Background: an optimization exercise with open tools, aiming at small area, a short achievable clock period and few clock cycles per item. Do not read the settings as production practice.
Only simulation tests tie the RTL to the original design; equivalence was not proved.

### design/flow/config.mk
export PLATFORM = sky130hd
export DESIGN_NAME = lms_two_input_neuron_trainer
export DESIGN_NICKNAME = lms_two_input_neuron_trainer
export VERILOG_FILES = /design/flow/design.v
export SDC_FILE = /design/flow/constraint.sdc
export NUM_CORES = 4
export LEC_CHECK = 0
export ABC_AREA = 1
export CAP_MARGIN = 20
export CORE_MARGIN = 2
export CORE_UTILIZATION = 40
export SLEW_MARGIN = 20
### design/flow/constraint.sdc
create_clock -name core_clock -period 7.5 [get_ports {clk}]
set_input_delay 1.5000 -clock core_clock [delete_from_list [all_inputs] [get_ports {clk}]]
set_output_delay 1.5000 -clock core_clock [all_outputs]
set_load 0.01 [all_outputs]
### design/flow/design.v
package lmsnt_pkg;
  localparam int DATA_WIDTH   = 16;   
  localparam int WEIGHT_WIDTH = 24;   
  localparam int RATE_WIDTH   = 16;   
  localparam int DATA_FRAC    = 8;
  localparam int WEIGHT_FRAC  = 16;
  localparam int RATE_FRAC    = 16;
  localparam int G_WIDTH     = RATE_WIDTH + DATA_WIDTH + 2;
  localparam int MCAND_WIDTH = (G_WIDTH > WEIGHT_WIDTH) ? G_WIDTH : WEIGHT_WIDTH;
  localparam int PROD_WIDTH  = MCAND_WIDTH + DATA_WIDTH;
  localparam int ACC_WIDTH   = PROD_WIDTH + 2;
  localparam int UPD_WIDTH   = PROD_WIDTH + 1;
  localparam int WSH = RATE_FRAC + DATA_FRAC + DATA_FRAC - WEIGHT_FRAC;
  localparam int BSH = RATE_FRAC + DATA_FRAC - WEIGHT_FRAC;
  localparam int CFG_INDEX_WIDTH = 2;
  localparam int CFG_DATA_WIDTH  = WEIGHT_WIDTH;
  localparam logic [CFG_INDEX_WIDTH-1:0] REG_LEARN_RATE = 2'd0;
  localparam logic [CFG_INDEX_WIDTH-1:0] REG_INIT_W1    = 2'd1;
  localparam logic [CFG_INDEX_WIDTH-1:0] REG_INIT_W2    = 2'd2;
  localparam logic [CFG_INDEX_WIDTH-1:0] REG_INIT_BIAS  = 2'd3;
  localparam logic [RATE_WIDTH-1:0] RATE_RESET = 16'd16384;   
  localparam logic [1:0] OP_PREDICT = 2'd0;
  localparam logic [1:0] OP_TRAIN   = 2'd1;
  localparam logic [1:0] OP_RELOAD  = 2'd2;
  localparam logic signed [ACC_WIDTH-1:0] DATA_HI =
    {{(ACC_WIDTH-DATA_WIDTH+1){1'b0}}, {(DATA_WIDTH-1){1'b1}}};
  localparam logic signed [ACC_WIDTH-1:0] DATA_LO =
    {{(ACC_WIDTH-DATA_WIDTH+1){1'b1}}, {(DATA_WIDTH-1){1'b0}}};
  localparam logic signed [UPD_WIDTH-1:0] WGT_HI =
    {{(UPD_WIDTH-WEIGHT_WIDTH+1){1'b0}}, {(WEIGHT_WIDTH-1){1'b1}}};
  localparam logic signed [UPD_WIDTH-1:0] WGT_LO =
    {{(UPD_WIDTH-WEIGHT_WIDTH+1){1'b1}}, {(WEIGHT_WIDTH-1){1'b0}}};
  typedef struct packed {
    logic [1:0]                   op;
    logic signed [DATA_WIDTH-1:0] first_input;
    logic signed [DATA_WIDTH-1:0] second_input;
    logic signed [DATA_WIDTH-1:0] target_value;
  } sample_t;
  typedef struct packed {
    logic signed [DATA_WIDTH-1:0]   prediction;
    logic signed [DATA_WIDTH-1:0]   error_value;
    logic signed [WEIGHT_WIDTH-1:0] weight_one_now;
    logic signed [WEIGHT_WIDTH-1:0] weight_two_now;
    logic signed [WEIGHT_WIDTH-1:0] bias_now;
    logic                           saturated_flag;
  } result_t;
  typedef struct packed {
    logic busy;
    logic done;
  } mul_stat_t;
  typedef enum logic [3:0] {
    ST_IDLE,
    ST_MUL_W1,
    ST_MUL_W2,
    ST_ROUND,
    ST_ERROR,
    ST_MUL_G,
    ST_MUL_D1,
    ST_UPD_W1,
    ST_MUL_D2,
    ST_UPD_W2,
    ST_RND_B,
    ST_UPD_B,
    ST_EMIT
  } state_t;
  typedef struct packed {
    logic signed [DATA_WIDTH-1:0] value;
    logic                         clipped;
  } data_clip_t;
  typedef struct packed {
    logic signed [WEIGHT_WIDTH-1:0] value;
    logic                           clipped;
  } weight_clip_t;
endpackage
module lmsnt_serial_mul (
  input  logic [7:0] one,
  input  logic [7:0] two,
  input  logic [7:0] ng,
  input  logic [31:0] m,
  input  logic [40:0] a,
  output logic [47:0] s,
  output logic [47:0] c
);
  logic [32:0] pp0;
  logic [32:0] pp1;
  logic [32:0] pp2;
  logic [32:0] pp3;
  logic [32:0] pp4;
  logic [32:0] pp5;
  logic [32:0] pp6;
  logic [32:0] pp7;
  logic [33:0] mx;
  assign mx = {m[31], m, 1'b0};
  assign pp0 = ({33{one[0]}} & mx[33:1] | {33{two[0]}} & mx[32:0]) ^ {33{ng[0]}};
  assign pp1 = ({33{one[1]}} & mx[33:1] | {33{two[1]}} & mx[32:0]) ^ {33{ng[1]}};
  assign pp2 = ({33{one[2]}} & mx[33:1] | {33{two[2]}} & mx[32:0]) ^ {33{ng[2]}};
  assign pp3 = ({33{one[3]}} & mx[33:1] | {33{two[3]}} & mx[32:0]) ^ {33{ng[3]}};
  assign pp4 = ({33{one[4]}} & mx[33:1] | {33{two[4]}} & mx[32:0]) ^ {33{ng[4]}};
  assign pp5 = ({33{one[5]}} & mx[33:1] | {33{two[5]}} & mx[32:0]) ^ {33{ng[5]}};
  assign pp6 = ({33{one[6]}} & mx[33:1] | {33{two[6]}} & mx[32:0]) ^ {33{ng[6]}};
  assign pp7 = ({33{one[7]}} & mx[33:1] | {33{two[7]}} & mx[32:0]) ^ {33{ng[7]}};
  logic t1, t2, t3, t4, t5, t6, t7, t8, t9, t10, t11, t12, t13, t14, t15, t16, t17, t18, t19, t20, t21, t22, t23, t24, t25, t26, t27, t28, t29, t30, t31, t32, t33, t34, t35, t36, t37, t38, t39, t40, t41, t42, t43, t44, t45, t46, t47, t48, t49, t50, t51, t52, t53, t54, t55, t56, t57, t58, t59, t60, t61, t62, t63, t64, t65, t66, t67, t68, t69, t70, t71, t72, t73, t74, t75, t76, t77, t78, t79, t80, t81, t82, t83, t84, t85, t86, t87, t88, t89, t90, t91, t92, t93, t94, t95, t96, t97, t98, t99, t100, t101, t102, t103, t104, t105, t106, t107, t108, t109, t110, t111, t112, t113, t114, t115, t116, t117, t118, t119, t120, t121, t122, t123, t124, t125, t126, t127, t128, t129, t130, t131, t132, t133, t134, t135, t136, t137, t138, t139, t140, t141, t142, t143, t144, t145, t146, t147, t148, t149, t150, t151, t152, t153, t154, t155, t156, t157, t158, t159, t160, t161, t162, t163, t164, t165, t166, t167, t168, t169, t170, t171, t172, t173, t174, t175, t176, t177, t178, t179, t180, t181, t182, t183, t184, t185, t186, t187, t188, t189, t190, t191, t192, t193, t194, t195, t196, t197, t198, t199, t200, t201, t202, t203, t204, t205, t206, t207, t208, t209, t210, t211, t212, t213, t214, t215, t216, t217, t218, t219, t220, t221, t222, t223, t224, t225, t226, t227, t228, t229, t230, t231, t232, t233, t234, t235, t236, t237, t238, t239, t240, t241, t242, t243, t244, t245, t246, t247, t248, t249, t250, t251, t252, t253, t254, t255, t256, t257, t258, t259, t260, t261, t262, t263, t264, t265, t266, t267, t268, t269, t270, t271, t272, t273, t274, t275, t276, t277, t278, t279, t280, t281, t282, t283, t284, t285, t286, t287, t288, t289, t290, t291, t292, t293, t294, t295, t296, t297, t298, t299, t300, t301, t302, t303, t304, t305, t306, t307, t308, t309, t310, t311, t312, t313, t314, t315, t316, t317, t318, t319, t320, t321, t322, t323, t324, t325, t326, t327, t328, t329, t330, t331, t332, t333, t334, t335, t336, t337, t338, t339, t340, t341, t342, t343, t344, t345, t346, t347, t348, t349, t350, t351, t352, t353, t354, t355, t356, t357, t358, t359, t360, t361, t362, t363, t364, t365, t366, t367, t368, t369, t370, t371, t372, t373, t374, t375, t376, t377, t378, t379, t380, t381, t382, t383, t384, t385, t386, t387, t388, t389, t390, t391, t392, t393, t394, t395, t396, t397, t398, t399, t400, t401, t402, t403, t404, t405, t406, t407, t408, t409, t410, t411, t412, t413, t414, t415, t416, t417, t418, t419, t420, t421, t422, t423, t424, t425, t426, t427, t428, t429, t430, t431, t432, t433, t434, t435, t436, t437, t438, t439, t440, t441, t442, t443, t444, t445, t446, t447, t448, t449, t450, t451, t452, t453, t454, t455, t456, t457, t458, t459, t460, t461, t462, t463, t464, t465, t466, t467, t468, t469, t470, t471, t472, t473, t474, t475, t476, t477, t478, t479, t480, t481, t482, t483, t484, t485, t486, t487, t488, t489, t490, t491, t492;
  assign t1 = a[8] ^ ng[4];
  assign t2 = a[8] & ng[4];
  assign t3 = a[9] ^ pp0[9];
  assign t4 = a[9] & pp0[9];
  assign t5 = a[10] ^ ng[5] ^ pp0[10];
  assign t6 = (a[10] & ng[5]) | (a[10] & pp0[10]) | (ng[5] & pp0[10]);
  assign t7 = pp1[8] ^ pp2[6];
  assign t8 = pp1[8] & pp2[6];
  assign t9 = a[11] ^ pp0[11] ^ pp1[9];
  assign t10 = (a[11] & pp0[11]) | (a[11] & pp1[9]) | (pp0[11] & pp1[9]);
  assign t11 = pp2[7] ^ pp3[5];
  assign t12 = pp2[7] & pp3[5];
  assign t13 = a[12] ^ ng[6] ^ pp0[12];
  assign t14 = (a[12] & ng[6]) | (a[12] & pp0[12]) | (ng[6] & pp0[12]);
  assign t15 = pp1[10] ^ pp2[8] ^ pp3[6];
  assign t16 = (pp1[10] & pp2[8]) | (pp1[10] & pp3[6]) | (pp2[8] & pp3[6]);
  assign t17 = pp4[4] ^ pp5[2];
  assign t18 = pp4[4] & pp5[2];
  assign t19 = a[13] ^ pp0[13] ^ pp1[11];
  assign t20 = (a[13] & pp0[13]) | (a[13] & pp1[11]) | (pp0[13] & pp1[11]);
  assign t21 = pp2[9] ^ pp3[7] ^ pp4[5];
  assign t22 = (pp2[9] & pp3[7]) | (pp2[9] & pp4[5]) | (pp3[7] & pp4[5]);
  assign t23 = pp5[3] ^ pp6[1];
  assign t24 = pp5[3] & pp6[1];
  assign t25 = a[14] ^ pp0[14] ^ pp1[12];
  assign t26 = (a[14] & pp0[14]) | (a[14] & pp1[12]) | (pp0[14] & pp1[12]);
  assign t27 = pp2[10] ^ pp3[8] ^ pp4[6];
  assign t28 = (pp2[10] & pp3[8]) | (pp2[10] & pp4[6]) | (pp3[8] & pp4[6]);
  assign t29 = pp5[4] ^ pp6[2] ^ pp7[0];
  assign t30 = (pp5[4] & pp6[2]) | (pp5[4] & pp7[0]) | (pp6[2] & pp7[0]);
  assign t31 = a[15] ^ pp0[15] ^ pp1[13];
  assign t32 = (a[15] & pp0[15]) | (a[15] & pp1[13]) | (pp0[15] & pp1[13]);
  assign t33 = pp2[11] ^ pp3[9] ^ pp4[7];
  assign t34 = (pp2[11] & pp3[9]) | (pp2[11] & pp4[7]) | (pp3[9] & pp4[7]);
  assign t35 = pp5[5] ^ pp6[3] ^ pp7[1];
  assign t36 = (pp5[5] & pp6[3]) | (pp5[5] & pp7[1]) | (pp6[3] & pp7[1]);
  assign t37 = a[16] ^ pp0[16] ^ pp1[14];
  assign t38 = (a[16] & pp0[16]) | (a[16] & pp1[14]) | (pp0[16] & pp1[14]);
  assign t39 = pp2[12] ^ pp3[10] ^ pp4[8];
  assign t40 = (pp2[12] & pp3[10]) | (pp2[12] & pp4[8]) | (pp3[10] & pp4[8]);
  assign t41 = pp5[6] ^ pp6[4] ^ pp7[2];
  assign t42 = (pp5[6] & pp6[4]) | (pp5[6] & pp7[2]) | (pp6[4] & pp7[2]);
  assign t43 = a[17] ^ pp0[17] ^ pp1[15];
  assign t44 = (a[17] & pp0[17]) | (a[17] & pp1[15]) | (pp0[17] & pp1[15]);
  assign t45 = pp2[13] ^ pp3[11] ^ pp4[9];
  assign t46 = (pp2[13] & pp3[11]) | (pp2[13] & pp4[9]) | (pp3[11] & pp4[9]);
  assign t47 = pp5[7] ^ pp6[5] ^ pp7[3];
  assign t48 = (pp5[7] & pp6[5]) | (pp5[7] & pp7[3]) | (pp6[5] & pp7[3]);
  assign t49 = a[18] ^ pp0[18] ^ pp1[16];
  assign t50 = (a[18] & pp0[18]) | (a[18] & pp1[16]) | (pp0[18] & pp1[16]);
  assign t51 = pp2[14] ^ pp3[12] ^ pp4[10];
  assign t52 = (pp2[14] & pp3[12]) | (pp2[14] & pp4[10]) | (pp3[12] & pp4[10]);
  assign t53 = pp5[8] ^ pp6[6] ^ pp7[4];
  assign t54 = (pp5[8] & pp6[6]) | (pp5[8] & pp7[4]) | (pp6[6] & pp7[4]);
  assign t55 = a[19] ^ pp0[19] ^ pp1[17];
  assign t56 = (a[19] & pp0[19]) | (a[19] & pp1[17]) | (pp0[19] & pp1[17]);
  assign t57 = pp2[15] ^ pp3[13] ^ pp4[11];
  assign t58 = (pp2[15] & pp3[13]) | (pp2[15] & pp4[11]) | (pp3[13] & pp4[11]);
  assign t59 = pp5[9] ^ pp6[7] ^ pp7[5];
  assign t60 = (pp5[9] & pp6[7]) | (pp5[9] & pp7[5]) | (pp6[7] & pp7[5]);
  assign t61 = a[20] ^ pp0[20] ^ pp1[18];
  assign t62 = (a[20] & pp0[20]) | (a[20] & pp1[18]) | (pp0[20] & pp1[18]);
  assign t63 = pp2[16] ^ pp3[14] ^ pp4[12];
  assign t64 = (pp2[16] & pp3[14]) | (pp2[16] & pp4[12]) | (pp3[14] & pp4[12]);
  assign t65 = pp5[10] ^ pp6[8] ^ pp7[6];
  assign t66 = (pp5[10] & pp6[8]) | (pp5[10] & pp7[6]) | (pp6[8] & pp7[6]);
  assign t67 = a[21] ^ pp0[21] ^ pp1[19];
  assign t68 = (a[21] & pp0[21]) | (a[21] & pp1[19]) | (pp0[21] & pp1[19]);
  assign t69 = pp2[17] ^ pp3[15] ^ pp4[13];
  assign t70 = (pp2[17] & pp3[15]) | (pp2[17] & pp4[13]) | (pp3[15] & pp4[13]);
  assign t71 = pp5[11] ^ pp6[9] ^ pp7[7];
  assign t72 = (pp5[11] & pp6[9]) | (pp5[11] & pp7[7]) | (pp6[9] & pp7[7]);
  assign t73 = a[22] ^ pp0[22] ^ pp1[20];
  assign t74 = (a[22] & pp0[22]) | (a[22] & pp1[20]) | (pp0[22] & pp1[20]);
  assign t75 = pp2[18] ^ pp3[16] ^ pp4[14];
  assign t76 = (pp2[18] & pp3[16]) | (pp2[18] & pp4[14]) | (pp3[16] & pp4[14]);
  assign t77 = pp5[12] ^ pp6[10] ^ pp7[8];
  assign t78 = (pp5[12] & pp6[10]) | (pp5[12] & pp7[8]) | (pp6[10] & pp7[8]);
  assign t79 = a[23] ^ pp0[23] ^ pp1[21];
  assign t80 = (a[23] & pp0[23]) | (a[23] & pp1[21]) | (pp0[23] & pp1[21]);
  assign t81 = pp2[19] ^ pp3[17] ^ pp4[15];
  assign t82 = (pp2[19] & pp3[17]) | (pp2[19] & pp4[15]) | (pp3[17] & pp4[15]);
  assign t83 = pp5[13] ^ pp6[11] ^ pp7[9];
  assign t84 = (pp5[13] & pp6[11]) | (pp5[13] & pp7[9]) | (pp6[11] & pp7[9]);
  assign t85 = a[24] ^ pp0[24] ^ pp1[22];
  assign t86 = (a[24] & pp0[24]) | (a[24] & pp1[22]) | (pp0[24] & pp1[22]);
  assign t87 = pp2[20] ^ pp3[18] ^ pp4[16];
  assign t88 = (pp2[20] & pp3[18]) | (pp2[20] & pp4[16]) | (pp3[18] & pp4[16]);
  assign t89 = pp5[14] ^ pp6[12] ^ pp7[10];
  assign t90 = (pp5[14] & pp6[12]) | (pp5[14] & pp7[10]) | (pp6[12] & pp7[10]);
  assign t91 = a[25] ^ pp0[25] ^ pp1[23];
  assign t92 = (a[25] & pp0[25]) | (a[25] & pp1[23]) | (pp0[25] & pp1[23]);
  assign t93 = pp2[21] ^ pp3[19] ^ pp4[17];
  assign t94 = (pp2[21] & pp3[19]) | (pp2[21] & pp4[17]) | (pp3[19] & pp4[17]);
  assign t95 = pp5[15] ^ pp6[13] ^ pp7[11];
  assign t96 = (pp5[15] & pp6[13]) | (pp5[15] & pp7[11]) | (pp6[13] & pp7[11]);
  assign t97 = a[26] ^ pp0[26] ^ pp1[24];
  assign t98 = (a[26] & pp0[26]) | (a[26] & pp1[24]) | (pp0[26] & pp1[24]);
  assign t99 = pp2[22] ^ pp3[20] ^ pp4[18];
  assign t100 = (pp2[22] & pp3[20]) | (pp2[22] & pp4[18]) | (pp3[20] & pp4[18]);
  assign t101 = pp5[16] ^ pp6[14] ^ pp7[12];
  assign t102 = (pp5[16] & pp6[14]) | (pp5[16] & pp7[12]) | (pp6[14] & pp7[12]);
  assign t103 = a[27] ^ pp0[27] ^ pp1[25];
  assign t104 = (a[27] & pp0[27]) | (a[27] & pp1[25]) | (pp0[27] & pp1[25]);
  assign t105 = pp2[23] ^ pp3[21] ^ pp4[19];
  assign t106 = (pp2[23] & pp3[21]) | (pp2[23] & pp4[19]) | (pp3[21] & pp4[19]);
  assign t107 = pp5[17] ^ pp6[15] ^ pp7[13];
  assign t108 = (pp5[17] & pp6[15]) | (pp5[17] & pp7[13]) | (pp6[15] & pp7[13]);
  assign t109 = a[28] ^ pp0[28] ^ pp1[26];
  assign t110 = (a[28] & pp0[28]) | (a[28] & pp1[26]) | (pp0[28] & pp1[26]);
  assign t111 = pp2[24] ^ pp3[22] ^ pp4[20];
  assign t112 = (pp2[24] & pp3[22]) | (pp2[24] & pp4[20]) | (pp3[22] & pp4[20]);
  assign t113 = pp5[18] ^ pp6[16] ^ pp7[14];
  assign t114 = (pp5[18] & pp6[16]) | (pp5[18] & pp7[14]) | (pp6[16] & pp7[14]);
  assign t115 = a[29] ^ pp0[29] ^ pp1[27];
  assign t116 = (a[29] & pp0[29]) | (a[29] & pp1[27]) | (pp0[29] & pp1[27]);
  assign t117 = pp2[25] ^ pp3[23] ^ pp4[21];
  assign t118 = (pp2[25] & pp3[23]) | (pp2[25] & pp4[21]) | (pp3[23] & pp4[21]);
  assign t119 = pp5[19] ^ pp6[17] ^ pp7[15];
  assign t120 = (pp5[19] & pp6[17]) | (pp5[19] & pp7[15]) | (pp6[17] & pp7[15]);
  assign t121 = a[30] ^ pp0[30] ^ pp1[28];
  assign t122 = (a[30] & pp0[30]) | (a[30] & pp1[28]) | (pp0[30] & pp1[28]);
  assign t123 = pp2[26] ^ pp3[24] ^ pp4[22];
  assign t124 = (pp2[26] & pp3[24]) | (pp2[26] & pp4[22]) | (pp3[24] & pp4[22]);
  assign t125 = pp5[20] ^ pp6[18] ^ pp7[16];
  assign t126 = (pp5[20] & pp6[18]) | (pp5[20] & pp7[16]) | (pp6[18] & pp7[16]);
  assign t127 = a[31] ^ pp0[31] ^ pp1[29];
  assign t128 = (a[31] & pp0[31]) | (a[31] & pp1[29]) | (pp0[31] & pp1[29]);
  assign t129 = pp2[27] ^ pp3[25] ^ pp4[23];
  assign t130 = (pp2[27] & pp3[25]) | (pp2[27] & pp4[23]) | (pp3[25] & pp4[23]);
  assign t131 = pp5[21] ^ pp6[19] ^ pp7[17];
  assign t132 = (pp5[21] & pp6[19]) | (pp5[21] & pp7[17]) | (pp6[19] & pp7[17]);
  assign t133 = a[32] ^ pp0[32] ^ pp1[30];
  assign t134 = (a[32] & pp0[32]) | (a[32] & pp1[30]) | (pp0[32] & pp1[30]);
  assign t135 = pp2[28] ^ pp3[26] ^ pp4[24];
  assign t136 = (pp2[28] & pp3[26]) | (pp2[28] & pp4[24]) | (pp3[26] & pp4[24]);
  assign t137 = pp5[22] ^ pp6[20] ^ pp7[18];
  assign t138 = (pp5[22] & pp6[20]) | (pp5[22] & pp7[18]) | (pp6[20] & pp7[18]);
  assign t139 = a[33] ^ pp0[32] ^ pp1[31];
  assign t140 = (a[33] & pp0[32]) | (a[33] & pp1[31]) | (pp0[32] & pp1[31]);
  assign t141 = pp2[29] ^ pp3[27] ^ pp4[25];
  assign t142 = (pp2[29] & pp3[27]) | (pp2[29] & pp4[25]) | (pp3[27] & pp4[25]);
  assign t143 = pp5[23] ^ pp6[21] ^ pp7[19];
  assign t144 = (pp5[23] & pp6[21]) | (pp5[23] & pp7[19]) | (pp6[21] & pp7[19]);
  assign t145 = a[34] ^ pp2[30] ^ pp3[28];
  assign t146 = (a[34] & pp2[30]) | (a[34] & pp3[28]) | (pp2[30] & pp3[28]);
  assign t147 = pp4[26] ^ pp5[24] ^ pp6[22];
  assign t148 = (pp4[26] & pp5[24]) | (pp4[26] & pp6[22]) | (pp5[24] & pp6[22]);
  assign t149 = pp7[20] ^ ~pp0[32] ^ ~pp1[32];
  assign t150 = (pp7[20] & ~pp0[32]) | (pp7[20] & ~pp1[32]) | (~pp0[32] & ~pp1[32]);
  assign t151 = 1'b1 ^ a[35] ^ pp2[31];
  assign t152 = (1'b1 & a[35]) | (1'b1 & pp2[31]) | (a[35] & pp2[31]);
  assign t153 = pp3[29] ^ pp4[27] ^ pp5[25];
  assign t154 = (pp3[29] & pp4[27]) | (pp3[29] & pp5[25]) | (pp4[27] & pp5[25]);
  assign t155 = pp6[23] ^ pp7[21];
  assign t156 = pp6[23] & pp7[21];
  assign t157 = a[36] ^ pp3[30] ^ pp4[28];
  assign t158 = (a[36] & pp3[30]) | (a[36] & pp4[28]) | (pp3[30] & pp4[28]);
  assign t159 = pp5[26] ^ pp6[24] ^ pp7[22];
  assign t160 = (pp5[26] & pp6[24]) | (pp5[26] & pp7[22]) | (pp6[24] & pp7[22]);
  assign t161 = 1'b1 ^ a[37] ^ pp3[31];
  assign t162 = (1'b1 & a[37]) | (1'b1 & pp3[31]) | (a[37] & pp3[31]);
  assign t163 = pp4[29] ^ pp5[27];
  assign t164 = pp4[29] & pp5[27];
  assign t165 = a[38] ^ pp4[30] ^ pp5[28];
  assign t166 = (a[38] & pp4[30]) | (a[38] & pp5[28]) | (pp4[30] & pp5[28]);
  assign t167 = 1'b1 ^ a[39];
  assign t168 = 1'b1 & a[39];
  assign t169 = 1'b1 ^ ~a[40];
  assign t170 = 1'b1 & ~a[40];
  assign t171 = a[4] ^ ng[2];
  assign t172 = a[4] & ng[2];
  assign t173 = a[5] ^ pp0[5];
  assign t174 = a[5] & pp0[5];
  assign t175 = a[6] ^ ng[3] ^ pp0[6];
  assign t176 = (a[6] & ng[3]) | (a[6] & pp0[6]) | (ng[3] & pp0[6]);
  assign t177 = pp1[4] ^ pp2[2];
  assign t178 = pp1[4] & pp2[2];
  assign t179 = a[7] ^ pp0[7] ^ pp1[5];
  assign t180 = (a[7] & pp0[7]) | (a[7] & pp1[5]) | (pp0[7] & pp1[5]);
  assign t181 = pp2[3] ^ pp3[1];
  assign t182 = pp2[3] & pp3[1];
  assign t183 = t1 ^ pp0[8] ^ pp1[6];
  assign t184 = (t1 & pp0[8]) | (t1 & pp1[6]) | (pp0[8] & pp1[6]);
  assign t185 = pp2[4] ^ pp3[2] ^ pp4[0];
  assign t186 = (pp2[4] & pp3[2]) | (pp2[4] & pp4[0]) | (pp3[2] & pp4[0]);
  assign t187 = t2 ^ pp1[7] ^ pp2[5];
  assign t188 = (t2 & pp1[7]) | (t2 & pp2[5]) | (pp1[7] & pp2[5]);
  assign t189 = pp3[3] ^ pp4[1] ^ t3;
  assign t190 = (pp3[3] & pp4[1]) | (pp3[3] & t3) | (pp4[1] & t3);
  assign t191 = pp3[4] ^ pp4[2] ^ pp5[0];
  assign t192 = (pp3[4] & pp4[2]) | (pp3[4] & pp5[0]) | (pp4[2] & pp5[0]);
  assign t193 = t4 ^ t7 ^ t5;
  assign t194 = (t4 & t7) | (t4 & t5) | (t7 & t5);
  assign t195 = pp4[3] ^ pp5[1] ^ t8;
  assign t196 = (pp4[3] & pp5[1]) | (pp4[3] & t8) | (pp5[1] & t8);
  assign t197 = t11 ^ t6 ^ t9;
  assign t198 = (t11 & t6) | (t11 & t9) | (t6 & t9);
  assign t199 = pp6[0] ^ t12 ^ t17;
  assign t200 = (pp6[0] & t12) | (pp6[0] & t17) | (t12 & t17);
  assign t201 = t10 ^ t13 ^ t15;
  assign t202 = (t10 & t13) | (t10 & t15) | (t13 & t15);
  assign t203 = t18 ^ t23 ^ t14;
  assign t204 = (t18 & t23) | (t18 & t14) | (t23 & t14);
  assign t205 = t16 ^ t19 ^ t21;
  assign t206 = (t16 & t19) | (t16 & t21) | (t19 & t21);
  assign t207 = t24 ^ t20 ^ t22;
  assign t208 = (t24 & t20) | (t24 & t22) | (t20 & t22);
  assign t209 = t25 ^ t27 ^ t29;
  assign t210 = (t25 & t27) | (t25 & t29) | (t27 & t29);
  assign t211 = t26 ^ t28 ^ t30;
  assign t212 = (t26 & t28) | (t26 & t30) | (t28 & t30);
  assign t213 = t31 ^ t33 ^ t35;
  assign t214 = (t31 & t33) | (t31 & t35) | (t33 & t35);
  assign t215 = t32 ^ t34 ^ t36;
  assign t216 = (t32 & t34) | (t32 & t36) | (t34 & t36);
  assign t217 = t37 ^ t39 ^ t41;
  assign t218 = (t37 & t39) | (t37 & t41) | (t39 & t41);
  assign t219 = t38 ^ t40 ^ t42;
  assign t220 = (t38 & t40) | (t38 & t42) | (t40 & t42);
  assign t221 = t43 ^ t45 ^ t47;
  assign t222 = (t43 & t45) | (t43 & t47) | (t45 & t47);
  assign t223 = t44 ^ t46 ^ t48;
  assign t224 = (t44 & t46) | (t44 & t48) | (t46 & t48);
  assign t225 = t49 ^ t51 ^ t53;
  assign t226 = (t49 & t51) | (t49 & t53) | (t51 & t53);
  assign t227 = t50 ^ t52 ^ t54;
  assign t228 = (t50 & t52) | (t50 & t54) | (t52 & t54);
  assign t229 = t55 ^ t57 ^ t59;
  assign t230 = (t55 & t57) | (t55 & t59) | (t57 & t59);
  assign t231 = t56 ^ t58 ^ t60;
  assign t232 = (t56 & t58) | (t56 & t60) | (t58 & t60);
  assign t233 = t61 ^ t63 ^ t65;
  assign t234 = (t61 & t63) | (t61 & t65) | (t63 & t65);
  assign t235 = t62 ^ t64 ^ t66;
  assign t236 = (t62 & t64) | (t62 & t66) | (t64 & t66);
  assign t237 = t67 ^ t69 ^ t71;
  assign t238 = (t67 & t69) | (t67 & t71) | (t69 & t71);
  assign t239 = t68 ^ t70 ^ t72;
  assign t240 = (t68 & t70) | (t68 & t72) | (t70 & t72);
  assign t241 = t73 ^ t75 ^ t77;
  assign t242 = (t73 & t75) | (t73 & t77) | (t75 & t77);
  assign t243 = t74 ^ t76 ^ t78;
  assign t244 = (t74 & t76) | (t74 & t78) | (t76 & t78);
  assign t245 = t79 ^ t81 ^ t83;
  assign t246 = (t79 & t81) | (t79 & t83) | (t81 & t83);
  assign t247 = t80 ^ t82 ^ t84;
  assign t248 = (t80 & t82) | (t80 & t84) | (t82 & t84);
  assign t249 = t85 ^ t87 ^ t89;
  assign t250 = (t85 & t87) | (t85 & t89) | (t87 & t89);
  assign t251 = t86 ^ t88 ^ t90;
  assign t252 = (t86 & t88) | (t86 & t90) | (t88 & t90);
  assign t253 = t91 ^ t93 ^ t95;
  assign t254 = (t91 & t93) | (t91 & t95) | (t93 & t95);
  assign t255 = t92 ^ t94 ^ t96;
  assign t256 = (t92 & t94) | (t92 & t96) | (t94 & t96);
  assign t257 = t101 ^ t97 ^ t99;
  assign t258 = (t101 & t97) | (t101 & t99) | (t97 & t99);
  assign t259 = t100 ^ t102 ^ t98;
  assign t260 = (t100 & t102) | (t100 & t98) | (t102 & t98);
  assign t261 = t103 ^ t105 ^ t107;
  assign t262 = (t103 & t105) | (t103 & t107) | (t105 & t107);
  assign t263 = t104 ^ t106 ^ t108;
  assign t264 = (t104 & t106) | (t104 & t108) | (t106 & t108);
  assign t265 = t109 ^ t111 ^ t113;
  assign t266 = (t109 & t111) | (t109 & t113) | (t111 & t113);
  assign t267 = t110 ^ t112 ^ t114;
  assign t268 = (t110 & t112) | (t110 & t114) | (t112 & t114);
  assign t269 = t115 ^ t117 ^ t119;
  assign t270 = (t115 & t117) | (t115 & t119) | (t117 & t119);
  assign t271 = t116 ^ t118 ^ t120;
  assign t272 = (t116 & t118) | (t116 & t120) | (t118 & t120);
  assign t273 = t121 ^ t123 ^ t125;
  assign t274 = (t121 & t123) | (t121 & t125) | (t123 & t125);
  assign t275 = t122 ^ t124 ^ t126;
  assign t276 = (t122 & t124) | (t122 & t126) | (t124 & t126);
  assign t277 = t127 ^ t129 ^ t131;
  assign t278 = (t127 & t129) | (t127 & t131) | (t129 & t131);
  assign t279 = t128 ^ t130 ^ t132;
  assign t280 = (t128 & t130) | (t128 & t132) | (t130 & t132);
  assign t281 = t133 ^ t135 ^ t137;
  assign t282 = (t133 & t135) | (t133 & t137) | (t135 & t137);
  assign t283 = t134 ^ t136 ^ t138;
  assign t284 = (t134 & t136) | (t134 & t138) | (t136 & t138);
  assign t285 = t139 ^ t141 ^ t143;
  assign t286 = (t139 & t141) | (t139 & t143) | (t141 & t143);
  assign t287 = t140 ^ t142 ^ t144;
  assign t288 = (t140 & t142) | (t140 & t144) | (t142 & t144);
  assign t289 = t145 ^ t147 ^ t149;
  assign t290 = (t145 & t147) | (t145 & t149) | (t147 & t149);
  assign t291 = t155 ^ t146 ^ t148;
  assign t292 = (t155 & t146) | (t155 & t148) | (t146 & t148);
  assign t293 = t150 ^ t151 ^ t153;
  assign t294 = (t150 & t151) | (t150 & t153) | (t151 & t153);
  assign t295 = ~pp2[32] ^ t156 ^ t152;
  assign t296 = (~pp2[32] & t156) | (~pp2[32] & t152) | (t156 & t152);
  assign t297 = t154 ^ t157 ^ t159;
  assign t298 = (t154 & t157) | (t154 & t159) | (t157 & t159);
  assign t299 = pp6[25] ^ pp7[23] ^ t163;
  assign t300 = (pp6[25] & pp7[23]) | (pp6[25] & t163) | (pp7[23] & t163);
  assign t301 = t158 ^ t160 ^ t161;
  assign t302 = (t158 & t160) | (t158 & t161) | (t160 & t161);
  assign t303 = pp6[26] ^ pp7[24] ^ ~pp3[32];
  assign t304 = (pp6[26] & pp7[24]) | (pp6[26] & ~pp3[32]) | (pp7[24] & ~pp3[32]);
  assign t305 = t164 ^ t162 ^ t165;
  assign t306 = (t164 & t162) | (t164 & t165) | (t162 & t165);
  assign t307 = t167 ^ pp4[31] ^ pp5[29];
  assign t308 = (t167 & pp4[31]) | (t167 & pp5[29]) | (pp4[31] & pp5[29]);
  assign t309 = pp6[27] ^ pp7[25] ^ t166;
  assign t310 = (pp6[27] & pp7[25]) | (pp6[27] & t166) | (pp7[25] & t166);
  assign t311 = t168 ^ t169 ^ pp5[30];
  assign t312 = (t168 & t169) | (t168 & pp5[30]) | (t169 & pp5[30]);
  assign t313 = pp6[28] ^ pp7[26] ^ ~pp4[32];
  assign t314 = (pp6[28] & pp7[26]) | (pp6[28] & ~pp4[32]) | (pp7[26] & ~pp4[32]);
  assign t315 = t170 ^ pp5[31] ^ pp6[29];
  assign t316 = (t170 & pp5[31]) | (t170 & pp6[29]) | (pp5[31] & pp6[29]);
  assign t317 = a[2] ^ ng[1];
  assign t318 = a[2] & ng[1];
  assign t319 = a[3] ^ pp0[3];
  assign t320 = a[3] & pp0[3];
  assign t321 = t171 ^ pp0[4] ^ pp1[2];
  assign t322 = (t171 & pp0[4]) | (t171 & pp1[2]) | (pp0[4] & pp1[2]);
  assign t323 = t172 ^ pp1[3] ^ pp2[1];
  assign t324 = (t172 & pp1[3]) | (t172 & pp2[1]) | (pp1[3] & pp2[1]);
  assign t325 = pp3[0] ^ t174 ^ t177;
  assign t326 = (pp3[0] & t174) | (pp3[0] & t177) | (t174 & t177);
  assign t327 = t178 ^ t181 ^ t176;
  assign t328 = (t178 & t181) | (t178 & t176) | (t181 & t176);
  assign t329 = t182 ^ t180 ^ t183;
  assign t330 = (t182 & t180) | (t182 & t183) | (t180 & t183);
  assign t331 = t184 ^ t186 ^ t187;
  assign t332 = (t184 & t186) | (t184 & t187) | (t186 & t187);
  assign t333 = t188 ^ t191 ^ t190;
  assign t334 = (t188 & t191) | (t188 & t190) | (t191 & t190);
  assign t335 = t192 ^ t195 ^ t194;
  assign t336 = (t192 & t195) | (t192 & t194) | (t195 & t194);
  assign t337 = t196 ^ t199 ^ t198;
  assign t338 = (t196 & t199) | (t196 & t198) | (t199 & t198);
  assign t339 = t200 ^ t202 ^ t203;
  assign t340 = (t200 & t202) | (t200 & t203) | (t202 & t203);
  assign t341 = t204 ^ t206 ^ t207;
  assign t342 = (t204 & t206) | (t204 & t207) | (t206 & t207);
  assign t343 = t208 ^ t210 ^ t211;
  assign t344 = (t208 & t210) | (t208 & t211) | (t210 & t211);
  assign t345 = t212 ^ t214 ^ t215;
  assign t346 = (t212 & t214) | (t212 & t215) | (t214 & t215);
  assign t347 = t216 ^ t218 ^ t219;
  assign t348 = (t216 & t218) | (t216 & t219) | (t218 & t219);
  assign t349 = t220 ^ t222 ^ t223;
  assign t350 = (t220 & t222) | (t220 & t223) | (t222 & t223);
  assign t351 = t224 ^ t226 ^ t227;
  assign t352 = (t224 & t226) | (t224 & t227) | (t226 & t227);
  assign t353 = t228 ^ t230 ^ t231;
  assign t354 = (t228 & t230) | (t228 & t231) | (t230 & t231);
  assign t355 = t232 ^ t234 ^ t235;
  assign t356 = (t232 & t234) | (t232 & t235) | (t234 & t235);
  assign t357 = t236 ^ t238 ^ t239;
  assign t358 = (t236 & t238) | (t236 & t239) | (t238 & t239);
  assign t359 = t240 ^ t242 ^ t243;
  assign t360 = (t240 & t242) | (t240 & t243) | (t242 & t243);
  assign t361 = t244 ^ t246 ^ t247;
  assign t362 = (t244 & t246) | (t244 & t247) | (t246 & t247);
  assign t363 = t248 ^ t250 ^ t251;
  assign t364 = (t248 & t250) | (t248 & t251) | (t250 & t251);
  assign t365 = t252 ^ t254 ^ t255;
  assign t366 = (t252 & t254) | (t252 & t255) | (t254 & t255);
  assign t367 = t256 ^ t258 ^ t259;
  assign t368 = (t256 & t258) | (t256 & t259) | (t258 & t259);
  assign t369 = t260 ^ t262 ^ t263;
  assign t370 = (t260 & t262) | (t260 & t263) | (t262 & t263);
  assign t371 = t264 ^ t266 ^ t267;
  assign t372 = (t264 & t266) | (t264 & t267) | (t266 & t267);
  assign t373 = t268 ^ t270 ^ t271;
  assign t374 = (t268 & t270) | (t268 & t271) | (t270 & t271);
  assign t375 = t272 ^ t274 ^ t275;
  assign t376 = (t272 & t274) | (t272 & t275) | (t274 & t275);
  assign t377 = t276 ^ t278 ^ t279;
  assign t378 = (t276 & t278) | (t276 & t279) | (t278 & t279);
  assign t379 = t280 ^ t282 ^ t283;
  assign t380 = (t280 & t282) | (t280 & t283) | (t282 & t283);
  assign t381 = t284 ^ t286 ^ t287;
  assign t382 = (t284 & t286) | (t284 & t287) | (t286 & t287);
  assign t383 = t288 ^ t290 ^ t291;
  assign t384 = (t288 & t290) | (t288 & t291) | (t290 & t291);
  assign t385 = t292 ^ t294 ^ t295;
  assign t386 = (t292 & t294) | (t292 & t295) | (t294 & t295);
  assign t387 = t299 ^ t296 ^ t298;
  assign t388 = (t299 & t296) | (t299 & t298) | (t296 & t298);
  assign t389 = t303 ^ t300 ^ t302;
  assign t390 = (t303 & t300) | (t303 & t302) | (t300 & t302);
  assign t391 = t304 ^ t307 ^ t306;
  assign t392 = (t304 & t307) | (t304 & t306) | (t307 & t306);
  assign t393 = t308 ^ t311 ^ t313;
  assign t394 = (t308 & t311) | (t308 & t313) | (t311 & t313);
  assign t395 = pp7[27] ^ t312 ^ t314;
  assign t396 = (pp7[27] & t312) | (pp7[27] & t314) | (t312 & t314);
  assign t397 = pp6[30] ^ pp7[28] ^ ~pp5[32];
  assign t398 = (pp6[30] & pp7[28]) | (pp6[30] & ~pp5[32]) | (pp7[28] & ~pp5[32]);
  assign t399 = 1'b1 ^ pp6[31];
  assign t400 = 1'b1 & pp6[31];
  assign t401 = a[0] ^ ng[0];
  assign t402 = a[0] & ng[0];
  assign t403 = a[1] ^ pp0[1];
  assign t404 = a[1] & pp0[1];
  assign t405 = t317 ^ pp0[2] ^ pp1[0];
  assign t406 = (t317 & pp0[2]) | (t317 & pp1[0]) | (pp0[2] & pp1[0]);
  assign t407 = t318 ^ pp1[1] ^ t319;
  assign t408 = (t318 & pp1[1]) | (t318 & t319) | (pp1[1] & t319);
  assign t409 = pp2[0] ^ t320 ^ t321;
  assign t410 = (pp2[0] & t320) | (pp2[0] & t321) | (t320 & t321);
  assign t411 = t173 ^ t322 ^ t323;
  assign t412 = (t173 & t322) | (t173 & t323) | (t322 & t323);
  assign t413 = t324 ^ t175 ^ t325;
  assign t414 = (t324 & t175) | (t324 & t325) | (t175 & t325);
  assign t415 = t179 ^ t326 ^ t327;
  assign t416 = (t179 & t326) | (t179 & t327) | (t326 & t327);
  assign t417 = t185 ^ t328 ^ t329;
  assign t418 = (t185 & t328) | (t185 & t329) | (t328 & t329);
  assign t419 = t189 ^ t330 ^ t331;
  assign t420 = (t189 & t330) | (t189 & t331) | (t330 & t331);
  assign t421 = t332 ^ t193 ^ t333;
  assign t422 = (t332 & t193) | (t332 & t333) | (t193 & t333);
  assign t423 = t197 ^ t334 ^ t335;
  assign t424 = (t197 & t334) | (t197 & t335) | (t334 & t335);
  assign t425 = t201 ^ t336 ^ t337;
  assign t426 = (t201 & t336) | (t201 & t337) | (t336 & t337);
  assign t427 = t205 ^ t338 ^ t339;
  assign t428 = (t205 & t338) | (t205 & t339) | (t338 & t339);
  assign t429 = t209 ^ t340 ^ t341;
  assign t430 = (t209 & t340) | (t209 & t341) | (t340 & t341);
  assign t431 = t213 ^ t342 ^ t343;
  assign t432 = (t213 & t342) | (t213 & t343) | (t342 & t343);
  assign t433 = t217 ^ t344 ^ t345;
  assign t434 = (t217 & t344) | (t217 & t345) | (t344 & t345);
  assign t435 = t221 ^ t346 ^ t347;
  assign t436 = (t221 & t346) | (t221 & t347) | (t346 & t347);
  assign t437 = t225 ^ t348 ^ t349;
  assign t438 = (t225 & t348) | (t225 & t349) | (t348 & t349);
  assign t439 = t229 ^ t350 ^ t351;
  assign t440 = (t229 & t350) | (t229 & t351) | (t350 & t351);
  assign t441 = t233 ^ t352 ^ t353;
  assign t442 = (t233 & t352) | (t233 & t353) | (t352 & t353);
  assign t443 = t237 ^ t354 ^ t355;
  assign t444 = (t237 & t354) | (t237 & t355) | (t354 & t355);
  assign t445 = t241 ^ t356 ^ t357;
  assign t446 = (t241 & t356) | (t241 & t357) | (t356 & t357);
  assign t447 = t245 ^ t358 ^ t359;
  assign t448 = (t245 & t358) | (t245 & t359) | (t358 & t359);
  assign t449 = t249 ^ t360 ^ t361;
  assign t450 = (t249 & t360) | (t249 & t361) | (t360 & t361);
  assign t451 = t253 ^ t362 ^ t363;
  assign t452 = (t253 & t362) | (t253 & t363) | (t362 & t363);
  assign t453 = t257 ^ t364 ^ t365;
  assign t454 = (t257 & t364) | (t257 & t365) | (t364 & t365);
  assign t455 = t261 ^ t366 ^ t367;
  assign t456 = (t261 & t366) | (t261 & t367) | (t366 & t367);
  assign t457 = t265 ^ t368 ^ t369;
  assign t458 = (t265 & t368) | (t265 & t369) | (t368 & t369);
  assign t459 = t269 ^ t370 ^ t371;
  assign t460 = (t269 & t370) | (t269 & t371) | (t370 & t371);
  assign t461 = t273 ^ t372 ^ t373;
  assign t462 = (t273 & t372) | (t273 & t373) | (t372 & t373);
  assign t463 = t277 ^ t374 ^ t375;
  assign t464 = (t277 & t374) | (t277 & t375) | (t374 & t375);
  assign t465 = t281 ^ t376 ^ t377;
  assign t466 = (t281 & t376) | (t281 & t377) | (t376 & t377);
  assign t467 = t285 ^ t378 ^ t379;
  assign t468 = (t285 & t378) | (t285 & t379) | (t378 & t379);
  assign t469 = t289 ^ t380 ^ t381;
  assign t470 = (t289 & t380) | (t289 & t381) | (t380 & t381);
  assign t471 = t293 ^ t382 ^ t383;
  assign t472 = (t293 & t382) | (t293 & t383) | (t382 & t383);
  assign t473 = t297 ^ t384 ^ t385;
  assign t474 = (t297 & t384) | (t297 & t385) | (t384 & t385);
  assign t475 = t301 ^ t386 ^ t387;
  assign t476 = (t301 & t386) | (t301 & t387) | (t386 & t387);
  assign t477 = t305 ^ t388 ^ t389;
  assign t478 = (t305 & t388) | (t305 & t389) | (t388 & t389);
  assign t479 = t309 ^ t390 ^ t391;
  assign t480 = (t309 & t390) | (t309 & t391) | (t390 & t391);
  assign t481 = t310 ^ t393 ^ t392;
  assign t482 = (t310 & t393) | (t310 & t392) | (t393 & t392);
  assign t483 = t315 ^ t394 ^ t395;
  assign t484 = (t315 & t394) | (t315 & t395) | (t394 & t395);
  assign t485 = t316 ^ t397 ^ t396;
  assign t486 = (t316 & t397) | (t316 & t396) | (t397 & t396);
  assign t487 = pp7[29] ^ t399 ^ t398;
  assign t488 = (pp7[29] & t399) | (pp7[29] & t398) | (t399 & t398);
  assign t489 = pp7[30] ^ ~pp6[32] ^ t400;
  assign t490 = (pp7[30] & ~pp6[32]) | (pp7[30] & t400) | (~pp6[32] & t400);
  assign t491 = 1'b1 ^ pp7[31];
  assign t492 = 1'b1 & pp7[31];
  assign s = {1'b1, ~pp7[32], t491, t489, t487, t484, t483, t481, t478, t476, t474, t472, t470, t468, t466, t464, t462, t460, t458, t456, t454, t452, t450, t448, t446, t444, t442, t440, t438, t436, t434, t432, t430, t428, t426, t424, t422, t420, t418, t416, t414, t412, t410, t408, t406, t404, t402, t401};
  assign c = {1'b0, t492, t490, t488, t486, t485, t482, t480, t479, t477, t475, t473, t471, t469, t467, t465, t463, t461, t459, t457, t455, t453, t451, t449, t447, t445, t443, t441, t439, t437, t435, t433, t431, t429, t427, t425, t423, t421, t419, t417, t415, t413, t411, t409, t407, t405, t403, pp0[0]};
endmodule
module lms_two_input_neuron_trainer
(
  input  logic         clk,
  input  logic         rst,
  input  logic         sample_valid,
  output logic         sample_ready,
  input  logic [49:0]  sample,
  output logic         result_valid,
  input  logic         result_ready,
  output logic [104:0] result,
  input  logic         cfg_write,
  input  logic [1:0]   cfg_index,
  input  logic [23:0]  cfg_data
);
  function automatic [23:0] benc(input logic [15:0] y);
    logic [16:0] yy;
    logic [7:0]  one, two, ng;
    yy = {y, 1'b0};
    for (int i = 0; i < 8; i++) begin
      one[i] = yy[2*i+1] ^ yy[2*i];
      two[i] = (yy[2*i+2] & ~yy[2*i+1] & ~yy[2*i]) | (~yy[2*i+2] & yy[2*i+1] & yy[2*i]);
      ng[i]  = yy[2*i+2];
    end
    benc = {ng, two, one};
  endfunction
  function automatic [16:0] clip16(input logic [25:0] v);
    if (!v[25] && (v[24:15] != 10'h000))      clip16 = {16'h7fff, 1'b1};
    else if (v[25] && (v[24:15] != 10'h3ff))  clip16 = {16'h8000, 1'b1};
    else                                      clip16 = {v[15:0], 1'b0};
  endfunction
  function automatic [24:0] clip24(input logic [32:0] v);
    if (!v[32] && (v[31:23] != 9'h000))       clip24 = {24'h7fffff, 1'b1};
    else if (v[32] && (v[31:23] != 9'h1ff))   clip24 = {24'h800000, 1'b1};
    else                                      clip24 = {v[23:0], 1'b0};
  endfunction
  logic [1:0]  op;
  assign op = sample[49:48];
  logic e, p1, p2, p3, p4, p5, r1;
  logic [15:0] rate;
  logic [23:0] init_w1, init_w2, init_b;
  logic [23:0] w1, w2, b;
  logic [15:0] x1, x2;
  logic [15:0] tgt;
  logic        trn_q;
  logic [23:0] code_r;
  logic [31:0] m_r;
  logic [40:0] a_r;
  logic [15:0] pred_q, err_q;
  logic        sat_q;
  logic slot_free;
  assign slot_free = !result_valid || result_ready;
  logic rfin, fin, take;
  assign rfin = r1 && slot_free;
  assign fin  = (p2 && !trn_q) || p5 || rfin;
  assign sample_ready = e || fin;
  assign take = sample_valid && sample_ready;
  logic [47:0] ps, pc, p;
  lmsnt_serial_mul u_mul (
    .one (code_r[7:0]),
    .two (code_r[15:8]),
    .ng  (code_r[23:16]),
    .m   (m_r),
    .a   (a_r),
    .s   (ps),
    .c   (pc)
  );
  logic        cl;
  logic [31:0] pl;
  logic [15:0] u0, u1, ph;
  assign {cl, pl} = {1'b0, ps[31:0]} + {1'b0, pc[31:0]};
  assign u0 = ps[47:32] + pc[47:32];
  assign u1 = ps[47:32] + pc[47:32] + 16'd1;
  assign ph = cl ? u1 : u0;
  assign p  = {ph, pl};
  logic inr_p, inr_w;
  assign inr_p = cl ? (pl[31] ? (&u1) : ~(|u1)) : (pl[31] ? (&u0) : ~(|u0));
  assign inr_w = cl ? ((&u1[15:6]) | ~(|u1[15:6])) : ((&u0[15:6]) | ~(|u0[15:6]));
  logic [25:0] tn, fs, fc;
  logic        dcl;
  logic [31:0] dl;
  logic [9:0]  dh0, dh1, dh;
  assign tn = ~{{10{tgt[15]}}, tgt};
  assign fs = ps[41:16] ^ pc[41:16] ^ tn;
  assign fc = (ps[41:16] & pc[41:16]) | (ps[41:16] & tn) | (pc[41:16] & tn);
  assign {dcl, dl} = {1'b0, fs[15:0], ps[15:0]} + {1'b0, fc[14:0], 1'b1, pc[15:0]};
  assign dh0 = fs[25:16] + fc[24:15];
  assign dh1 = fs[25:16] + fc[24:15] + 10'd1;
  assign dh  = dcl ? dh1 : dh0;
  logic inr_d;
  assign inr_d = dcl ? (dl[31] ? (&dh1) : ~(|dh1)) : (dl[31] ? (&dh0) : ~(|dh0));
  logic [16:0] pclip, dclip, epos, eneg, eclip;
  logic [17:0] ehi, elo;
  assign pclip = inr_p ? {pl[31:16], 1'b0} : (ph[15] ? {16'h8000, 1'b1} : {16'h7fff, 1'b1});
  assign dclip = inr_d ? {dl[31:16], 1'b0} : (dh[9]  ? {16'h8000, 1'b1} : {16'h7fff, 1'b1});
  assign ehi   = 18'sd32767 - {{2{tgt[15]}}, tgt};
  assign elo   = -18'sd32768 - {{2{tgt[15]}}, tgt};
  assign epos  = clip16({{8{ehi[17]}}, ehi});
  assign eneg  = clip16({{8{elo[17]}}, elo});
  always_comb begin
    if (!inr_p && !ph[15]) eclip = epos;
    else if (!inr_p)       eclip = eneg;
    else                   eclip = dclip;
  end
  logic [24:0] wclip, bclip;
  logic [33:0] bsum;
  assign wclip = inr_w ? {p[38:15], 1'b0} : (ph[15] ? {24'h800000, 1'b1} : {24'h7fffff, 1'b1});
  assign bsum  = {{3{b[23]}}, b, 7'h3f} - {{2{m_r[31]}}, m_r};
  assign bclip = clip24({{6{bsum[33]}}, bsum[33:7]});
  logic [23:0] w1_nx, b_nx;
  assign w1_nx = r1 ? init_w1 : w1;
  assign b_nx  = r1 ? init_b  : b;
  logic [24:0] b1;
  assign b1 = {b_nx[23], b_nx} + 25'd128 + {23'd0, sample[47]} * 25'd64 + {23'd0, sample[31]} * 25'd64;
  always_ff @(posedge clk) begin
    if (rst) begin
      e            <= 1'b1;
      p1           <= 1'b0;
      p2           <= 1'b0;
      p3           <= 1'b0;
      p4           <= 1'b0;
      p5           <= 1'b0;
      r1           <= 1'b0;
      result_valid <= 1'b0;
      rate         <= 16'd16384;
      init_w1      <= '0;
      init_w2      <= '0;
      init_b       <= '0;
      w1           <= '0;
      w2           <= '0;
      b            <= '0;
    end else begin
      e  <= (e || fin) && !sample_valid;
      p1 <= (p1 && !slot_free) || (take && op != 2'd2);
      r1 <= (r1 && !slot_free) || (take && op == 2'd2);
      p2 <= p1 && slot_free;
      p3 <= p2 && trn_q;
      p4 <= p3;
      p5 <= p4;
      if (fin)               result_valid <= 1'b1;
      else if (result_ready) result_valid <= 1'b0;
      if (cfg_write) begin
        case (cfg_index)
          2'd0: rate <= cfg_data[15:0];
          2'd1: init_w1 <= cfg_data;
          2'd2: init_w2 <= cfg_data;
          default: init_b <= cfg_data;
        endcase
      end
      if (rfin) begin
        w1 <= init_w1;
        w2 <= init_w2;
        b  <= init_b;
      end
      if (p4) begin
        w1 <= wclip[24:1];
        b  <= bclip[24:1];
      end
      if (p5) w2 <= wclip[24:1];
    end
  end
  logic [15:0] y_nx;
  logic        neg_nx;
  always_comb begin
    y_nx   = x2;
    neg_nx = 1'b0;
    if (take) begin
      y_nx = sample[47:32];
    end else if (p3) begin
      y_nx   = x1;
      neg_nx = 1'b1;
    end else if (p4) begin
      neg_nx = 1'b1;
    end
  end
  always_ff @(posedge clk) begin
    if (take || (p1 && slot_free) || p2 || p3 || p4) begin
      code_r <= (p2 && trn_q) ? benc(eclip[16:1]) : (benc(y_nx) ^ {{8{neg_nx}}, 16'h0000});
    end
    if (take) begin
      x1     <= sample[47:32];
      x2     <= sample[31:16];
      tgt    <= sample[15:0];
      trn_q  <= (op == 2'd1);
      m_r    <= {{8{w1_nx[23]}}, w1_nx};
      a_r    <= {{8{b1[24]}}, b1, 8'h00};
    end else if (p1 && slot_free) begin
      m_r    <= {{8{w2[23]}}, w2};
      a_r    <= p[40:0];
    end else if (p2) begin
      m_r    <= {16'h0000, rate};
      a_r    <= {26'd0, eclip[16], 14'd0};
    end else if (p3) begin
      m_r    <= p[31:0];
      a_r    <= {{2{w1[23]}}, w1, ~x1[15], 14'h3fff};
    end else if (p4) begin
      a_r    <= {{2{w2[23]}}, w2, ~x2[15], 14'h3fff};
    end
    if (rfin) begin
      pred_q <= '0;
      err_q  <= '0;
      sat_q  <= 1'b0;
    end
    if (p2) begin
      pred_q <= pclip[16:1];
      err_q  <= eclip[16:1];
      sat_q  <= pclip[0] | eclip[0];
    end
    if (p4) sat_q <= sat_q | wclip[0] | bclip[0];
    if (p5) sat_q <= sat_q | wclip[0];
  end
  assign result = {pred_q, err_q, w1, w2, b, sat_q};
endmodule
### design/flow/run.sh
#!/bin/bash
# synth_recipe.tcl (not shown) runs the flow's synth.tcl, then flattens the netlist and writes it again
# the make line also repeats each setting of config.mk as NAME=value (left out here)
make -C /OpenROAD-flow-scripts/flow DESIGN_CONFIG=/design/flow/config.mk WORK_HOME=/design/flow/orfs CLKGATE_MAP_FILE= SYNTH_SCRIPT=/design/flow/synth_recipe.tcl finish
==> results of run 1 <==
-- stage by stage --
step	utilization [%]	std cells	cell area, sq um	setup slack, ns
after floorplan	-	4478	33900	0.801
after global placement	45.3	5773	37900	-0.131
after detailed placement	45.3	5773	37900	-0.127
after CTS	46.9	5847	39300	0.0208
after global routing	48.0	5877	40100	-0.0189
final	48.0	5877	40100	0.228
-- layer usage --
layer,GRT usage (%),part of all wire [%]
met5,0,0
met4,15.6,5.7
met3,5.16,8.9
met2,47.2,43
met1,42.6,42
-- layout make-up --
type / instances / area share (%)
clock inverters: 19 / 0.464
repair buffers: 441 / 9.68
multi-input cells: 3230 / 55.8
inverters: 654 / 6.20
well taps: 1134 / 3.53
clock buffers: 52 / 2.73
flip-flops and latches: 347 / 21.6
-- sequential cells by signal (all words and copies together) (netlist names), 24 cells and up --
register	count
init_w2	24
w2	24
b	24
m_r	32
w1	24
a_r	41
init_b	24
code_r	24
init_w1	24
-- synthesized netlist by cell type (14+ instances only) --
master and count:
clkbuf_1 184, a211oi_1 16, xnor2_1 37, edfxtp_1 171, nor3_1 26, dfxtp_1 176, inv_1 613, nand4_1 24
fa_1 252, nor2_1 420, clkinv_1 35, o211ai_1 20, o22ai_1 262, a31oi_1 22, o2111ai_1 22, ha_1 123
a21oi_1 269, nand2_1 683, xor2_1 317, nand3_1 185, o21ai_0 403, o221ai_1 14, nand2_2 25, buf_1 50
-- critical path: cells and delay by family, from the launching register on --
kind	cells	cell delay (ns)
fa+ha+maj	6	2.92
flops	1	0.54
buf+inv	7	1.10
compound gates	2	0.36
simple gates	15	1.76
xor+xnor	2	0.29
-- worst min-delay path by stage --
stage | from | slack [ns] | endpoint | depth (start not counted)
2_1_floorplan | init_b[23] | 0.44 | init_b[23] | 2
3_3_place_gp | init_b[22] | 0.45 | init_b[22] | 2
3_5_place_dp | init_b[8] | 0.46 | init_b[8] | 2
4_1_cts | init_b[8] | 0.47 | init_b[8] | 2
5_1_grt | init_b[9] | 0.49 | init_b[9] | 2
6_report | init_b[9] | 0.47 | init_b[9] | 2
-- repair_timing --
item / CTS / global route
resized for setup: 9 / 164
cloned: 0 / 0
endpoints found under the hold margin: 0 / 0
endpoints found under the setup margin: 3 / 75
setup buffers: 3 / 30
pin swaps: 1 / 58
-- logic make-up (layout without fill, tap and decap cells) --
kind of cell,after synthesis,count (layout),share of synthesized area [%]
AO/OA/AOI/OAI,1092,1092,18.4
XOR/XNOR,355,355,9.21
AND/OR/NAND/NOR,1407,1407,17.2
adder cells (fa/ha/maj),375,375,19.4
multiplexers,1,1,0.0333
flip-flops,347,347,25.6
buffers and inverters,901,1166,10.1
==> summary.md, run 1 <==
| Metric | Value |
|---|---|
| Port bufs | 187 |
| CTS H-tree depth | 2 |
| CTS buffer count | 40 |
| I/O pin total | 188 |
| Clock Skews | 0.0526 ns |
| Slew @ Worst Pin | 1.10 ns |
| Main area contributors after synthesis | edfxtp_1, fa_1, dfxtp_1, xor2_1, nand2_1 |
| Crit path from | code_r[3] |
| Detailed Routing Iterations Pass 1 | 6 |
| Final Max Slew Viols | 0 |
| Multi-input logic area | 0.0224 sq mm |
| Die X | 295 um |
| Total gr overflow | 0 |
| Final RePlAce weighted congestion | 1.02 |
| Die height | 295 um |
| Vias in the first global route | 31800 |
| WL/cell | 23.4 um |
| Tcrit/Tclk final | 97.0% |
| FF-to-FF End | code_r[2] |
| Setup violators final | 0 |
| Max-slew headroom | 26.3% |
| Hold slack | 0.469 ns |
| Antenna-violating nets left | 0 |
| Kind of critical path | flop to flop |
| Via count | 33000 |
| Worst-path fanout max | 12 |
| FFs w/ async S/R, synth | 0% |
| Fin crit period | 7.27 ns |
| Syn-to-layout area delta | 18.6% |
| Worst reg-to-reg setup slack | 0.23 ns |
| Most frequent cells in the layout | nand2_1, inv_1, nor2_1 |
| Syn. warnings | 1 |
| CP most frequent cell | nand2_1 |
| Inserted Diodes | 0 |
| Core ar. | 0.0837 sq mm |
| Setup TNS | 0 ns |
| Final-stage net count | 5170 |
| CP Capture Point | code_r[2] |
| Root buffer cell | clkbuf_16 |
| Post-Syn Instances | 4478 |
| Clk Latency, worst-skew pair | 0.60 ns |
| Synth Area per Inst | 7.56 sq um |
| Commonest non-fill, non-tap cell in the layout | nand2_1 |
| TritonCTS sink count | 347 |
| Outcome | timing/DRC/antenna clean |
| Critical path required time | 7.78 ns |
| Largest net degree at the start of global routing | 71 |
| Worst Hold Class | flop to flop |
| CP max stage delay | 0.64 ns |
| Clk buf depth | 3 |
| Final hold vios | 0 |
| Ys flop type | dfxtp_1 |
| FF+latch count, synth | 347 |
| Fmax | 138 MHz |
| DR vias/cell | 5.61 |
| Register area | 0.00866 sq mm |
| Die footprint | 0.0870 sq mm |
| CTS tree | built |
| DRC viols | 0 |
| Share of layout cells above drive strength 1 | 11.2% |
| DR iter-0 viols | 3927 |
| Area share of the largest cell type after synthesis | 15.2% |
| First-pass GRT wire length | 203000 um |
| Synthesized cell area | 0.0339 sq mm |
| Yosys cell types | 58 |
| Post-synth net total | 4934 |
| Detail Placement HPWL | 109000 um |
| Clock transition at path regs | 0.07 ns |
| Register area share after synthesis | 25.6% |
| EDFF count, synth | 171 |
| DRT Wirelength | 138000 um |
| # hold bufs at CTS | 0 |
| Starting Density | 40.5% |
| Worst Reg-to-Reg Cells | 32 |
| Crit end category | flop |
| Row cnt | 106 |
| Max cap viols | 0 |
| Initial antenna violation count | 2 |
| Crit path launch type | flop |
| FF-to-FF Start | code_r[3] |
| Synth area leader | edfxtp_1 |
| Critical path arrival | 7.55 ns |
| Overall routing resource usage | 31.0% |
| Slowest CP cell | fa_2 |
| Fill count | 8331 |
Testbench counts, summed over its fixed seeds: cycles 13,626, items 3,200.
==> run 2: changes to the inputs <==
--- a/design/flow/config.mk
+++ b/design/flow/config.mk
@@ -7,6 +7,6 @@
 export LEC_CHECK = 0
 export ABC_AREA = 1
-export CAP_MARGIN = 20
+export CAP_MARGIN = 5
 export CORE_MARGIN = 2
-export CORE_UTILIZATION = 40
-export SLEW_MARGIN = 20
+export CORE_UTILIZATION = 60
+export SLEW_MARGIN = 5
==> run 2 against run 1 <==
  * Critical path depth shrank 5
  * Count of clock-buffer cells in the layout is the same
  * Hold slack gained 0.0053 ns
  * Area after synthesis is the same
  * Via count grew 2.2%
  * Die area shrank 33%
  * Wire length shrank 5.4%
  * Worst setup slack lost 0.11 ns
  * Flip-flop and latch count is the same
  * Cell count shrank 7.2%
==> summary.md, run 2 <==
| Metric | Value |
|---|---|
| Kind of critical path | flop to flop |
| FF-to-FF End | code_r[1] |
| Row cnt | 87 (-18%) |
| First-pass GRT wire length | 195000 um (-3.7%) |
| Post-synth net total | 4934 (unchanged) |
| Starting Density | 60.4% (+20 points) |
| I/O pin total | 188 (unchanged) |
| DRT Wirelength | 130000 um (-5.4%) |
| Crit path launch type | flop |
| Slowest CP cell | fa_1 |
| Outcome | timing/DRC/antenna clean |
| Cell family contributing the most delay on the critical path | adder cells |
| DR vias/cell | 6.18 (+10%) |
| Fin crit period | 7.38 ns (+0.107 ns) |
| Most common cell in the netlist | nand2_1 |
| Crit path setup slack, layout | 0.121 ns (-0.107 ns) |
| Die height | 242 um (-18%) |
| Max-slew headroom | 10.0% (-16 points) |
| WL/cell | 23.9 um (+2.0%) |
| Syn-to-layout area delta | 15.1% |
| Most frequent cells after synthesis | nand2_1, inv_1, nor2_1 |
| Die footprint | 0.0583 sq mm (-33%) |
| CP Capture Point | code_r[1] |
| Clk buf depth | 3 (unchanged) |
| Post-Syn Instances | 4478 (unchanged) |
| CP max stage delay | 0.63 ns (about the same) |
| Worst reg-to-reg setup slack | 0.12 ns (-0.11 ns) |
| FF-to-FF Start | code_r[18] |
| Total gr overflow | 0 (unchanged) |
| Largest net degree at the start of global routing | 67 (-5.6%) |
| Vias in the first global route | 32200 (+1.1%) |
| Share of layout cells above drive strength 1 | 8.82% (-2.4 points) |
| Max cap viols | 0 (unchanged) |
| Dpl ws | -0.114 ns (+0.0126 ns) |
| CTS H-tree depth | 2 (unchanged) |
| Most flop-heavy register | a_r |
| Detail Placement HPWL | 102000 um (-6.8%) |
| Synth area leader | edfxtp_1 |
| Ys flop type | dfxtp_1 |
| Register area share after synthesis | 25.6% (unchanged) |
| Critical path required time | 7.83 ns (+0.05 ns) |
| Placed Instances | 5350 (-7.3%) |
| CP bufs+invs | 4 (-3) |
| Clock Skews | 0.0716 ns (+0.0190 ns) |
| TritonCTS sink count | 347 (unchanged) |
| Synth Area per Inst | 7.56 sq um (unchanged) |
| # hold bufs at CTS | 0 (unchanged) |
| Setup violators final | 0 (unchanged) |
| DR iter-0 viols | 4735 (+21%) |
| Critical path arrival | 7.71 ns (+0.16 ns) |
| Core ar. | 0.0561 sq mm (-33%) |
| Via count | 33700 (+2.2%) |
| Slew @ Worst Pin | 1.35 ns (+0.248 ns) |
| CTS buffer count | 41 (+2.5%) |
| Worst Reg-to-Reg Cells | 27 (-16%) |
| Largest register FFs | 41 (unchanged) |
| Syn. warnings | 1 (unchanged) |
| Area share of the largest cell type after synthesis | 15.2% (unchanged) |
| Fmax | 136 MHz (-1.5%) |
| Non-Filler Instances | 5453 (-7.2%) |
| Most frequent cells in the layout | nand2_1, inv_1, nor2_1 |
| Detailed Routing Iterations Pass 1 | 6 (unchanged) |
| Crit end category | flop |
| Final hold vios | 0 (unchanged) |
| Synthesized cell area | 0.0339 sq mm (unchanged) |
| Main area contributors after synthesis | edfxtp_1, fa_1, dfxtp_1, xor2_1, nand2_1 |
| Hold slack | 0.474 ns (+0.00529 ns) |
| Worst-path fanout max | 7 (-5) |
| FF+latch count, synth | 347 (unchanged) |
| Clk Latency, worst-skew pair | 0.61 ns (about the same) |
| Worst Hold Class | flop to flop |
| Overall routing resource usage | 43.7% (+13 points) |
| Stages on the worst setup path | 27 (-16%) |
| Tcrit/Tclk final | 98.4% (+1.4 points) |
| Commonest non-fill, non-tap cell in the layout | nand2_1 |
| Top flop regs | a_r: 41 flops, m_r: 32 flops |
| Final-stage net count | 5119 (-0.99%) |
| FFs w/ async S/R, synth | 0% (unchanged) |
| Die X | 242 um (-18%) |
| Initial antenna violation count | 3 (+1) |
| Antenna-violating nets left | 0 (unchanged) |
| Clock transition at path regs | 0.06 ns (about the same) |
| Crit path from | code_r[18] |
| EDFF count, synth | 171 (unchanged) |
| Yosys cell types | 58 (unchanged) |
| Root buffer cell | clkbuf_16 |
| Final Max Slew Viols | 0 (unchanged) |
| DRC viols | 0 (unchanged) |
| Hold_sp | init_b[6] |
| Port bufs | 187 (unchanged) |
| CTS tree | built |
| Final RePlAce weighted congestion | 1.05 (+3.0%) |
run 2: layout make-up:
cell class	instances	area, sq um
Inverter	654	2490
Multi-Input combinational cell	3232	22000
Sequential cell	347	8660
Timing Repair Buffer	387	3440
Antenna cell	1	2.50
Fill cell	4772	17100
Tap cell	756	946
Clock inverter	24	339
Clock buffer	52	1090
run 2: how the worst min path moves through the flow:
| stage | slack [ns] | cells past startpoint | end |
|---|---|---|---|
| detailed placement | 0.46 | 2 | init_b[8] |
| global placement | 0.45 | 2 | init_b[23] |
| CTS | 0.47 | 2 | init_b[8] |
| finish | 0.47 | 2 | init_b[6] |
| floorplan | 0.44 | 2 | init_b[23] |
| global route | 0.48 | 2 | init_b[7] |
run 2: worst min-delay path, stage by stage, from the launching register on:
cell and delay (ns):
dfxtp_1 0.31, inv_1 0.06, a21oi_1 0.05
run 2: metrics by stage:
stage | area (sq um) | utilization (%) | TNS, ns
after floorplan | 33900 | - | 0
after global placement | 37100 | 66.2 | -0.0985
after CTS | 38500 | 68.7 | 0
after global routing | 39000 | 69.5 | -0.121
final | 39000 | 69.5 | 0
after detailed placement | 37100 | 66.2 | -0.178
run 2: what timing repair did:
action	CTS	global route
resized for setup	5	81
buffers inserted	0	24
pin swaps	0	8
gates cloned	0	2
endpoints found under the setup margin	4	83
run 2: logic make-up after synthesis:
logic type,Yosys count,synth area share [%]
simple gates,1407,17.2
compound gates,1092,18.4
buf+inv,901,10.1
fa+ha+maj,375,19.4
xor+xnor,355,9.21
flops,347,25.6
mux,1,0.0333
run 2: layer usage:
layer / vias to the layer above / GRT usage [%] / share of wire [%]
li1: 15200 / - / -
met4: 6 / 26.2 / 7.1
met2: 2355 / 64.7 / 42
met3: 447 / 11.1 / 13
met5: - / 0 / 0.034
met1: 15700 / 57.9 / 38

## afterwards: timing with drivers on the ports
Ports are ideal in the flow. The routed layouts listed here were re-timed in OpenROAD. Step 1: set_driving_cell puts a clkbuf_16 on clk and a buf_2 on each other input, an assumption about the parent block. Step 2 also shifts input and output timing later by t, the mid clock arrival at the registers, as if the neighbouring blocks saw the same clock. Three values: ideal, step 1, step 2; two values: the first two.
run	t, ns	setup slack, ns	worst setup path at the end	cell pins on the clock port's net
run 1	0.641	0.228 / 0.228 / 0.228	register to register	1
run 2	0.641	0.121 / 0.121 / 0.121	register to register	1
After both steps setup and hold are still met in every run listed.
